This design comes from an exercise in tuning for small area on the open sky130 flow, not from production work.
The RTL was checked by simulation tests, not by an equivalence proof against the original design.
No activity file was given, so power comes from the tool's default toggle rates.

$ cat flow/run.sh
#!/bin/bash
# synth_recipe.tcl (not shown) runs the flow's synth.tcl, then flattens the netlist and writes it again
# the make line also repeats each setting of config.mk as NAME=value (left out here)
make -C /OpenROAD-flow-scripts/flow DESIGN_CONFIG=/design/flow/config.mk WORK_HOME=/design/flow/orfs CLKGATE_MAP_FILE= SYNTH_SCRIPT=/design/flow/synth_recipe.tcl finish
$ cat flow/constraint.sdc
create_clock -name core_clock -period 5.0 [get_ports {axi_aclk}]
set_input_delay 1.0000 -clock core_clock [delete_from_list [all_inputs] [get_ports {axi_aclk}]]
set_output_delay 1.0000 -clock core_clock [all_outputs]
set_load 0.01 [all_outputs]
$ cat flow/config.mk
export PLATFORM = sky130hd
export DESIGN_NAME = virtio_mmio_top
export DESIGN_NICKNAME = virtio_mmio_top
export VERILOG_FILES = /design/flow/design.v
export SDC_FILE = /design/flow/constraint.sdc
export NUM_CORES = 4
export LEC_CHECK = 0
export CAP_MARGIN = 20
export CORE_MARGIN = 2
export CORE_UTILIZATION = 40
export SLEW_MARGIN = 20
$ cat flow/design.v
`timescale 1ns/1ps
module virtio_mmio_top
#(
	parameter int ID_W      = 1,
	parameter int QUEUE_NUM = 1
)
(
	input  logic            axi_aclk,
	input  logic            axi_aresetn,
	input  logic [ID_W-1:0] awid,
	input  logic [11:0]     awaddr,
	input  logic [7:0]      awlen,
	input  logic [1:0]      awburst,
	input  logic            awvalid,
	output logic            awready,
	input  logic [31:0]     wdata,
	input  logic            wlast,
	input  logic            wvalid,
	output logic            wready,
	output logic [ID_W-1:0] bid,
	output logic [1:0]      bresp,
	output logic            bvalid,
	input  logic            bready,
	input  logic [ID_W-1:0] arid,
	input  logic [11:0]     araddr,
	input  logic [7:0]      arlen,
	input  logic [1:0]      arburst,
	input  logic            arvalid,
	output logic            arready,
	output logic [ID_W-1:0] rid,
	output logic [31:0]     rdata,
	output logic [1:0]      rresp,
	output logic            rlast,
	output logic            rvalid,
	input  logic            rready,
	output logic            interrupt
);
	localparam [6:0] W_MAGIC     = 7'h00;
	localparam [6:0] W_VERSION   = 7'h01;
	localparam [6:0] W_DEVICE_ID = 7'h02;
	localparam [6:0] W_VENDOR_ID = 7'h03;
	localparam [6:0] W_DEV_FEAT  = 7'h04;
	localparam [6:0] W_FEAT_SEL  = 7'h05;
	localparam [6:0] W_QUEUE_SEL = 7'h0c;
	localparam [6:0] W_QNUM_MAX  = 7'h0d;
	localparam [6:0] W_QUEUE_NUM = 7'h0e;
	localparam [6:0] W_Q_READY   = 7'h11;
	localparam [6:0] W_Q_NOTIFY  = 7'h14;
	localparam [6:0] W_INT_STAT  = 7'h18;
	localparam [6:0] W_INT_ACK   = 7'h19;
	localparam [6:0] W_STATUS    = 7'h1c;
	localparam [6:0] W_DESC_LO   = 7'h20;
	localparam [6:0] W_DESC_HI   = 7'h21;
	localparam [6:0] W_DRV_LO    = 7'h24;
	localparam [6:0] W_DRV_HI    = 7'h25;
	localparam [6:0] W_DEV_LO    = 7'h28;
	localparam [6:0] W_DEV_HI    = 7'h29;
	localparam [6:0] W_CAP_LO    = 7'h40;
	localparam [1:0] S_IDLE  = 2'b00;
	localparam [1:0] S_WDATA = 2'b01;
	localparam [1:0] S_BRESP = 2'b10;
	localparam [1:0] S_RDATA = 2'b11;
	logic [1:0]  state;
	logic        pri;         
	logic [6:0]  word;        
	logic        far;         
	logic        incr;        
	logic [7:0]  cnt;         
	logic [ID_W-1:0] id;
	logic        idle;
	logic        step;
	logic        w_hs;
	logic        rst;
	logic [31:0] wd;          
	logic [31:0] queue_num;
	logic [31:0] q_ready, desc_lo, desc_hi, drv_lo, drv_hi, dev_lo, dev_hi;
	logic        fsel_one;    
	logic        qsel_nz;     
	logic        int_st;      
	logic        st_ack;      
	logic [1:0]  st_step;     
	logic [31:0] st_value;
	assign rst     = !axi_aresetn;
	assign idle    = (state == S_IDLE);
	assign awready = idle && !pri;
	assign arready = idle && pri;
	assign wready  = (state == S_WDATA);
	assign bvalid  = (state == S_BRESP);
	assign rvalid  = (state == S_RDATA);
	assign bid     = id;
	assign rid     = id;
	assign bresp   = 2'b00;
	assign rresp   = 2'b00;
	assign rlast   = (cnt == 8'd0);
	assign w_hs    = wready && wvalid;
	assign step    = state[0] && (state[1] ? rready : wvalid);
	always_ff @(posedge axi_aclk)
	begin
		if (rst)
		begin
			state <= S_IDLE;
			pri   <= 1'b0;
		end
		else
		begin
			case (state)
				S_IDLE:
				begin
					pri <= !pri;
					if (!pri && awvalid)
						state <= S_WDATA;
					else if (pri && arvalid)
						state <= S_RDATA;
				end
				S_WDATA:
					if (wvalid && wlast)
						state <= S_BRESP;
				S_BRESP:
					if (bready)
						state <= S_IDLE;
				default:
					if (rready && rlast)
						state <= S_IDLE;
			endcase
		end
	end
	always_ff @(posedge axi_aclk)
	begin
		if (idle)
		begin
			id   <= pri ? arid : awid;
			word <= pri ? araddr[8:2] : awaddr[8:2];
			far  <= pri ? (araddr[11:9] != 3'd0) : (awaddr[11:9] != 3'd0);
			incr <= pri ? (arburst[0] ^ arburst[1]) : (awburst[0] ^ awburst[1]);
			cnt  <= arlen;
		end
		else if (step)
		begin
			cnt <= cnt - 8'd1;
			if (incr)
				{far, word} <= {far, word} + 8'd1 | {far, 7'd0};
		end
	end
	logic we;
	logic wd_zero_hi;
	logic q_ok;
	assign we         = w_hs && !far;
	assign wd         = wdata & {32{axi_aresetn}};
	assign wd_zero_hi = (wdata[31:1] == 31'd0);
	assign q_ok       = we && !qsel_nz;
	always_ff @(posedge axi_aclk)
	begin
		if (rst || (we && word == W_QUEUE_NUM)) queue_num <= wd;
		if (rst || (q_ok && word == W_Q_READY))  q_ready   <= wd;
		if (rst || (q_ok && word == W_DESC_LO))  desc_lo   <= wd;
		if (rst || (q_ok && word == W_DESC_HI))  desc_hi   <= wd;
		if (rst || (q_ok && word == W_DRV_LO))   drv_lo    <= wd;
		if (rst || (q_ok && word == W_DRV_HI))   drv_hi    <= wd;
		if (rst || (q_ok && word == W_DEV_LO))   dev_lo    <= wd;
		if (rst || (q_ok && word == W_DEV_HI))   dev_hi    <= wd;
	end
	always_ff @(posedge axi_aclk)
	begin
		if (rst)
		begin
			fsel_one <= 1'b0;
			qsel_nz  <= 1'b0;
			int_st   <= 1'b0;
			st_ack   <= 1'b0;
			st_step  <= 2'd0;
		end
		else if (we)
		begin
			case (word)
				W_FEAT_SEL:  fsel_one <= wd_zero_hi && wdata[0];
				W_QUEUE_SEL: qsel_nz  <= !(wd_zero_hi && !wdata[0]);
				W_Q_NOTIFY:  int_st   <= 1'b1;
				W_INT_ACK:   int_st   <= int_st && !wdata[0];
				W_STATUS:
					if (wd_zero_hi && !wdata[0])
					begin
						st_ack  <= 1'b1;
						st_step <= 2'd0;
					end
					else
						case (st_step)
							2'd0: if (wdata[1]) st_step <= 2'd1;
							2'd1: if (wdata[3]) st_step <= 2'd2;
							2'd2: if (wdata[2]) st_step <= 2'd3;
							default: ;
						endcase
				default: ;
			endcase
		end
	end
	assign interrupt = int_st;
	assign st_value = {28'd0, st_step == 2'd2 || st_step == 2'd3 ? 1'b1 : 1'b0,
		st_step == 2'd3, st_step != 2'd0, st_ack};
	always_comb
	begin
		rdata = 32'd0;
		if (!far)
			case (word)
				W_MAGIC:     rdata = 32'h7472_6976;
				W_VERSION:   rdata = 32'd2;
				W_DEVICE_ID: rdata = 32'd2;
				W_VENDOR_ID: rdata = 32'hff00_1af4;
				W_DEV_FEAT:  rdata = fsel_one ? 32'd3 : 32'd0;
				W_QNUM_MAX:  rdata = 32'd16;
				W_QUEUE_NUM: rdata = queue_num;
				W_INT_STAT:  rdata = {31'd0, int_st};
				W_STATUS:    rdata = st_value;
				W_CAP_LO:    rdata = 32'd4;
				W_Q_READY:   rdata = qsel_nz ? 32'd0 : q_ready;
				W_DESC_LO:   rdata = qsel_nz ? 32'd0 : desc_lo;
				W_DESC_HI:   rdata = qsel_nz ? 32'd0 : desc_hi;
				W_DRV_LO:    rdata = qsel_nz ? 32'd0 : drv_lo;
				W_DRV_HI:    rdata = qsel_nz ? 32'd0 : drv_hi;
				W_DEV_LO:    rdata = qsel_nz ? 32'd0 : dev_lo;
				W_DEV_HI:    rdata = qsel_nz ? 32'd0 : dev_hi;
				default:     rdata = 32'd0;
			endcase
	end
endmodule
==> run notes <==
placed cells by master (no fill, tap or decap), types with 6 or more instances in the layout:
cell type / instances
sky130_fd_sc_hd__ha_1: 14
sky130_fd_sc_hd__buf_4: 30
sky130_fd_sc_hd__nor2_1: 22
sky130_fd_sc_hd__a21oi_1: 39
sky130_fd_sc_hd__edfxtp_1: 274
sky130_fd_sc_hd__clkbuf_1: 11
sky130_fd_sc_hd__dfxtp_1: 9
sky130_fd_sc_hd__clkbuf_16: 30
sky130_fd_sc_hd__nor3_1: 11
sky130_fd_sc_hd__o21ai_0: 9
sky130_fd_sc_hd__a31oi_1: 8
sky130_fd_sc_hd__and2_1: 35
sky130_fd_sc_hd__clkinv_2: 8
sky130_fd_sc_hd__inv_1: 18
sky130_fd_sc_hd__nand3_1: 6
sky130_fd_sc_hd__a22oi_1: 63
sky130_fd_sc_hd__nor4_1: 10
sky130_fd_sc_hd__a31o_1: 7
sky130_fd_sc_hd__a221oi_1: 23
sky130_fd_sc_hd__a21o_1: 25
sky130_fd_sc_hd__mux2i_1: 10
sky130_fd_sc_hd__nand2_1: 26
sky130_fd_sc_hd__xnor2_1: 10
sky130_fd_sc_hd__clkdlybuf4s50_1: 113
sky130_fd_sc_hd__mux2_2: 58
worst reg2reg max path, stage by stage (launching register included):
cell	delay, ns
sky130_fd_sc_hd__edfxtp_1	0.48
sky130_fd_sc_hd__buf_4	0.34
sky130_fd_sc_hd__nor4b_1	0.47
sky130_fd_sc_hd__and3_1	0.26
sky130_fd_sc_hd__buf_4	0.46
sky130_fd_sc_hd__inv_1	0.16
sky130_fd_sc_hd__o21ai_4	0.64
sky130_fd_sc_hd__buf_4	0.46
layer usage:
layer	up-vias	part of all wire (%)
li1	3484	-
met1	3885	42
met2	275	49
met3	36	6.8
met4	0	1.8
met5	-	0
flip-flops by register name, summed over array words and instances, names as in the netlist, 7 cells and up:
name / count
q_ready: 32
drv_hi: 32
desc_lo: 32
dev_hi: 32
dev_lo: 32
cnt: 8
drv_lo: 32
word: 7
queue_num: 32
desc_hi: 32
cells by family (layout without fill, tap and decap cells):
| family | Yosys count | count (layout) | synth area share (%) |
|---|---|---|---|
| DFF | 283 | 283 | 68.8 |
| AOI/OAI and AO/OA | 209 | 209 | 12.1 |
| and+or+nand+nor | 154 | 154 | 7.48 |
| buffers and inverters | 78 | 222 | 2.77 |
| muxes | 68 | 68 | 6.17 |
| adders and majority gates | 15 | 15 | 1.54 |
| xor gates and xnor gates | 15 | 15 | 1.08 |
| other | 1 | 4 | 0.0307 |
worst max-delay path by stage:
stage | start | endpoint | slack [ns] | cells past startpoint
after detailed placement | word[0]$_DFFE_PP_ | rdata[31] | 0.45 | 8
final | word[2]$_DFFE_PP_ | rdata[1] | 0.25 | 8
after CTS | word[0]$_DFFE_PP_ | rdata[31] | 0.16 | 8
after global routing | word[2]$_DFFE_PP_ | rdata[1] | 0.04 | 8
after floorplan | wvalid | desc_hi[0]$_DFFE_PP_ | 0.56 | 4
after global placement | word[0]$_DFFE_PP_ | rdata[31] | 0.50 | 8
cell type report:
type / count / area share [%]
Sequential cell: 283 / 56.3
Inverter: 19 / 0.478
Timing Repair Buffer: 147 / 9.52
Multi-Input combinational cell: 465 / 24.1
Clock buffer: 41 / 5.31
Tap cell: 390 / 3.27
Clock inverter: 15 / 1.02
through the flow:
step | util (%) | cells | total power, mW | instance area (um2) | hold WS (ns)
final | 50.0 | 1360 | 6.71 | 14900 | 0.470
after global routing | 50.0 | 1360 | 7.01 | 14900 | 0.503
after CTS | 50.0 | 1360 | 6.75 | 14900 | 0.473
after detailed placement | 46.8 | 1304 | 4.63 | 14000 | 0.459
after global placement | 46.8 | 1304 | 4.62 | 14000 | 0.449
after floorplan | - | 826 | 4.14 | 12200 | 0.440
where the power goes:
group	internal, mW	switching (mW)
Combinational	0.641	0.804
Sequential	2.94	0.206
Clock	1.22	0.899
==> run notes <==
final slew viol count 0; average wire per standard cell 23.6 um; part of the cycle the worst path needs 95.0%; worst path arrival time 3.75 ns; proportion of synthesized chip area in sequential cells 68.8%; area of the multi-input gates 3600 um2; Startpoint Class register; number of sinks on the clock net 283; count of filler cells inserted in the layout 2,534; netlist area before placement 12,200 um2; post-route worst setup slack 0.250 ns; total overflow reported by the global router 0; Clock Skews 0.0218 ns; CORE AREA 29,900 um2; worst vdd ir 0.000294 V; number of warning messages in the yosys log 1; area enclosed by the die boundary 32,000 um2; Top-Level Pins 131; average size of a mapped cell 14.8 um2; cell family contributing the most delay on the critical path buffers and inverters; Die X-Extent 179 um; worst rel slew slack 46.1%; clock latency at the later pin of the worst-skew pair 0.56 ns; crit end category primary output; placer congestion estimate 0.780; violation count after the first detailed-route iteration 685; leakage power of the design 4.80 nW; most frequent cells after synthesis sky130_fd_sc_hd__edfxtp_1, sky130_fd_sc_hd__a22oi_1, sky130_fd_sc_hd__mux2_2, sky130_fd_sc_hd__a21oi_1, sky130_fd_sc_hd__and2_1; CP Max Fanout 33; CTS clock-pin slew for the worst setup and hold paths 0.06 ns; most numerous cell in the Yosys netlist sky130_fd_sc_hd__edfxtp_1; count of buffers added by post-CTS timing repair for setup 0; hold endpoint st_ack$_SDFFE_PN0P_; Register Area 8410 um2; Placement Rows 63; transition time of the tightest slew-check pin 0.804 ns; largest cells by area after synthesis sky130_fd_sc_hd__edfxtp_1, sky130_fd_sc_hd__mux2_2, sky130_fd_sc_hd__a22oi_1, sky130_fd_sc_hd__and2_1, sky130_fd_sc_hd__a221oi_1; vias in the first global route 7,669; post-synthesis cell type with the largest combined area sky130_fd_sc_hd__edfxtp_1; Max Freq 211 MHz; cts-stage hold buffer count 0; count of unique library cells instantiated by Yosys 63; CP cell instances buf_4 > nor4b_1 > and3_1 > buf_4 > a221o_1 > a221oi_1 > a21oi_1 > clkdlybuf4s50_1; die height 179 um; effective utilization at floorplan 40.9%; GR Util All Layers 20.2%; DR pass1 iterations 5; global-route met3 utilization 3.20%; Post-Syn Instances 823; final hold violations 0; pin count of the biggest net entering global routing 38; number of port buffers 114; clock period minus worst slack 4.75 ns; cell mode on critical path sky130_fd_sc_hd__buf_4; unrepaired setup endpoints after global routing no; kind of critical path register to primary output; global-route wire length before repair 47,700 um; Worst Min Path Start st_ack$_SDFFE_PN0P_; number of flops mapped to enable cells by yosys 274; TritonCTS clock tree done; vias per cell 5.65; required arrival time at the worst endpoint 4.00 ns; worst hold path stage count 1; layout-stage area growth over the synthesis result 22.2%; Most Used Layer, Global Route met2; flip-flop cell with the highest count after synthesis sky130_fd_sc_hd__edfxtp_1; reg-to-reg startpoint word[2]$_DFFE_PP_; largest stage delay on the critical path 0.60 ns; placed wire-length estimate after detailed placement 19,500 um; type of the most critical hold path register to register; remaining routing DRC violations 0; PD cells 449 nW/um2; post_cts resized 1; vias after detailed routing 7,680; R2R cell count 7; grt met2 use 34.4%; portion of synthesized cell area occupied by the leading cell type 67.3%; worst reg2reg path endpoint queue_num[6]$_DFFE_PP_; standard cell with the maximum stage delay on the critical path sky130_fd_sc_hd__clkdlybuf4s50_1; # nets final 1,047; global routing met1 resource utilization 27.5%; post-synthesis async set-or-reset flop share 0%; flops & latches, synth 283; outcome complete, no violations; crit path buf inv count 3; clock root buffer sky130_fd_sc_hd__clkbuf_16; antenna violations before repair 0; number of buffers inserted during clock tree synthesis 30; max_cap viols 0; worst slack at placement 0.453 ns; Total Routed Length 32,100 um; residual antenna-violating net count after detailed routing 0; clock buffer depth 3; Clock H-tree levels 1; TNS Setup 0 ns; slack of the worst reg-to-reg path 1.40 ns; share of final-layout standard cells stronger than drive strength 1 16.2%; setup violation total in the final timing report 0; Antenna diodes 0

==> afterwards: timing with drivers on the ports <==
In the flow no input, the clock included, has a driving cell. The finished layout below was timed again as built, in two steps.
Step 1, drivers: a clkbuf_16 drives axi_aclk and a buf_2 each remaining input, both assumed.
Step 2 moves the port delays by t, midway between the first and last clock arrival at a register: inputs arrive t later, outputs are due t later. That takes back most of the time a late clock gives input paths.
a / b / c = ideal ports / drivers / drivers and shift; a / b = the first two.
shift t [ns]: 0.604
setup slack, ns: 0.250 / 0.199 / 0.803
hold WS [ns]: 0.470 / 0.470 / 0.470
latest minus earliest clock arrival (ns): 0.022 / 0.022
worst register clock-pin slew, ns: 0.06 / 0.06
After both steps this run still meets setup and hold. The setup slack of this run moves by -0.051 ns with the drivers and by +0.553 ns with both steps.
